Source: an optimization exercise on an open RTL-to-GDS flow (aim: small area, a short achievable clock period and few clock cycles). Production flows keep margins and buffers that such runs may drop. Function was checked by simulation only, so behaviour that the tests miss may differ from the original.

== the reference run ==
// ntt_pe_core
module ntt_pe_core #(
  parameter int DATA_SIZE_ARB = 13,
  parameter int RING_SIZE     = 16
) (
  input  logic                         clk,
  input  logic                         reset,
  input  logic                         valid,
  input  logic [DATA_SIZE_ARB-1:0]     din,
  input  logic [DATA_SIZE_ARB-1:0]     q,
  input  logic [DATA_SIZE_ARB-1:0]     twiddle_i,
  output logic [$clog2(RING_SIZE)-1:0] tw_addr,
  output logic                         busy,
  output logic [DATA_SIZE_ARB-1:0]     dout,
  output logic                         dout_valid,
  output logic                         done
);
Size in the first run: roughly 3900 cells after synthesis, about 580 flip-flops, roughly 62 I/O pins, about 0.041 sq mm of cells after synthesis.
clock: 100.0 ns
lec_check: 0
cap_margin: 20
core_margin: 2
core_utilization: 65
cts_buf_list: sky130_fd_sc_hd__clkbuf_8
cts_cluster_size: 30
slew_margin: 20
standard.sh (not shown) runs the stock make flow with config.mk's settings and CLKGATE_MAP_FILE= SYNTH_SCRIPT=/design/flow/synth_recipe.tcl, a recipe that flattens the netlist after the stock synthesis.
==> flow/flow/run.sh <==
#!/bin/bash
# The standard layout, with a plain buffer (buf_2) on every port instead of the
# delay-cell buffer that buffer_ports picks by itself.
set -euo pipefail
export BUFFER_PORTS_ARGS="-buffer_cell sky130_fd_sc_hd__buf_2"
bash standard.sh > standard_flow.log 2>&1
Testbench counts of the reference run, summed over its fixed seeds: cycles 3,424.
For the trial run, these inputs were changed with respect to the reference run:
diff --git a/flow/design.v b/flow/design.v
--- a/flow/design.v
+++ b/flow/design.v
@@ -58,18 +58,18 @@
     br1  = {1'b0, br0} - {3'b0, qm};
     br2  = {1'b0, br0} - {2'b0, qm, 1'b0};
     bres = !br2[15] ? br2[W-1:0] : !br1[15] ? br1[W-1:0] : br0[W-1:0];
   end
   logic [3:0]   cnt_in;    
   logic         acc;
-  assign acc = valid && !busy;
   logic [W-1:0] xr;        
   logic [W-1:0] xs;        
   logic [W-1:0] d1 [8];    
   logic         ev;        
   logic [3:0]   xi;        
+  assign acc = valid && !(ev && xi == 4'd15);
   logic [2:0]   dv_cnt;
   logic         dv_run;
   logic [13:0]  dv_r;
   logic [14:0]  dv_q;
   logic [W-1:0] dv_qn;
   assign qm = dv_qn;
## What came out
Going from the reference run to the trial run, count of clock-buffer cells in the layout lower, basic-gate share of the synthesized area counting and, or, nand and nor cells higher, horizontal die dimension roughly the same, largest stage delay on the critical path lower. Relative to the reference run, the hold slack of the trial run is lower by 0.017 ns. Between the trial run and the reference run, the fraction of the cycle the final worst path needs does not differ in any meaningful way. There was hardly any difference in cell count after placement between the reference run and the trial run. The reference run and the trial run ended up with nearly the same portion of netlist area occupied by mux cells. The higher total of plain and repair buffers excluding clock buffers came out of the trial run.
Testbench counts of the trial run, summed over its fixed seeds: cycles 3,424.

* * *

ntt_pe_core, a different RTL version from the one above (not shown whole).
Size in the first run: about 3900 cells after synthesis, ~580 flip-flops, about 41000 um2 of cells after synthesis.
==> flow/config.mk <==
export PLATFORM = sky130hd
export DESIGN_NAME = ntt_pe_core
export DESIGN_NICKNAME = ntt_pe_core
export VERILOG_FILES = /design/flow/design.v
export SDC_FILE = /design/flow/constraint.sdc
export NUM_CORES = 4
export LEC_CHECK = 0
export CAP_MARGIN = 20
export CORE_MARGIN = 2
export CORE_UTILIZATION = 60
export CTS_BUF_LIST = sky130_fd_sc_hd__clkbuf_8
export CTS_CLUSTER_SIZE = 30
export SLEW_MARGIN = 20
==> flow/constraint.sdc <==
create_clock -name core_clock -period 100.0 [get_ports {clk}]
set_input_delay 20.0000 -clock core_clock [delete_from_list [all_inputs] [get_ports {clk}]]
set_output_delay 20.0000 -clock core_clock [all_outputs]
set_load 0.01 [all_outputs]
run.sh (not shown) runs the stock make flow with config.mk's settings and CLKGATE_MAP_FILE= SYNTH_SCRIPT=/design/flow/synth_recipe.tcl, a recipe that flattens the netlist after the stock synthesis.
Stock flow here: none of the scripts above is used.
Testbench counts at the start, summed over its fixed seeds: cycles 3,424.
Next try:
--- a/flow/design.v
+++ b/flow/design.v
@@ -136,40 +136,41 @@
   logic         e2s, e2d;  
   logic [W-1:0] xa, xb;
   assign e2s = e1 && n1[2];
   assign e2d = mv2 && nm2[2];
   always_comb begin
     xs  = xr << zq;
+    s1  = madd(d1[7], xs, qm);
+    dd1 = msub(d1[7], xs, qm);
     gsel = 2'(tau - 5'd6);
     case (gsel)
       2'd0: begin e0 = rp[3];  e1v = rp[2];  e2v = rp[1];  e3v = rp[0];  end
       2'd1: begin e0 = rpd[3]; e1v = rpd[2]; e2v = rpd[1]; e3v = rpd[0]; end
       2'd2: begin e0 = rq[3];  e1v = rq[2];  e2v = rq[1];  e3v = rq[0];  end
       default: begin e0 = rqd[3]; e1v = rqd[1]; e2v = rqd[0]; e3v = mr; end
     endcase
-    xa = e2d ? rpd[3] : (tau == 5'd11) ? rqd[2] : e0;
-    xb = e2d ? mr : (tau == 5'd11) ? rqd[0] : e2v;
+    xa = e2d ? rpd[3] : e0;
+    xb = e2d ? mr : e2v;
     f0 = madd(xa, xb, qm);
     f2 = msub(xa, xb, qm);
-    f1 = madd(e1 ? d1[7] : e1v, e1 ? xs : e3v, qm);
-    s1 = f1;
+    f1 = madd(e1v, e3v, qm);
     ua = e2s ? rp[3] : (tau >= 5'd10) ? e0 : f0;
     ub = e2s ? s1 : (tau >= 5'd10) ? mr : f1;
     ox  = madd(ua, ub, qm);
     ox8 = msub(ua, ub, qm);
     p2  = ox;
     q2  = ox8;
     p2d = f0;
     q2d = f2;
     case (2'(tau - 5'd8))
       2'd0: begin g1 = rp[2];  g3 = rp[0];  end
       2'd1: begin g1 = rpd[2]; g3 = rpd[0]; end
-      default: begin g1 = rq[2];  g3 = rq[0];  end
+      2'd2: begin g1 = rq[2];  g3 = rq[0];  end
+      default: begin g1 = rqd[2]; g3 = rqd[0]; end
     endcase
-    dq  = msub(e1 ? d1[7] : g1, e1 ? xs : g3, qm);
-    dd1 = dq;
+    dq = msub(g1, g3, qm);
   end
   function automatic logic [3:0] tw_of(input logic [4:0] t);
     case (t)
       5'd1, 5'd4: tw_of = 4'd2;
       5'd2, 5'd5: tw_of = 4'd4;
       5'd3, 5'd6: tw_of = 4'd6;
@@ -203,13 +204,12 @@
     end
     if (e1 && n1 != 3'd0) ma <= dd1;
     else begin
       case (tau)
         5'd2, 5'd3, 5'd4: ma <= rq[2];
         5'd5, 5'd6, 5'd7: ma <= rqd[2];
-        5'd11: ma <= f2;
         default: ma <= dq;
       endcase
     end
     case (tau)
       5'd6: rp[3]  <= f2;
       5'd7: rpd[3] <= f2;
What happened:
- The new run ran to the end with no violations
- design area climbs by about 2.3%
- utilization drops by 0.89 points
- setup slack is better by 0.19 ns
- first-iteration DRC count drops by 5.7%
- count of clock-buffer cells in the layout drops by 6
Testbench counts after the change, summed over its fixed seeds: cycles 3,424.

-- what the ideal ports hide --
The results above use ideal ports. As a check the final layouts listed here were re-extracted and re-timed, cells and wires unchanged.
Step 1 sets driving cells, clkbuf_16 on the clock port and buf_2 on the other inputs (assumed; they add their load-dependent delay and slew).
Step 2 also shifts input and output timing later by t, the mid clock arrival at the registers, as if the neighbouring blocks saw the same clock.
Three values: ideal ports, drivers, drivers and shift; two values: the first two.
run	t, ns	setup WS [ns]	worst setup path after step 2	slew at the worst register clock pin (ns)
the reference run	0.783	78.798 / 78.731 / 79.055	input to register	0.08 / 0.08
the trial run	0.780	78.811 / 78.745 / 79.193	input to register	0.07 / 0.07
the first run of note 2	0.768	78.214 / 78.148 / 78.325	input to register	0.07 / 0.07
the second run of note 2	0.764	78.404 / 78.340 / 78.521	input to register	0.07 / 0.07
After both steps setup and hold are still met in every run listed.
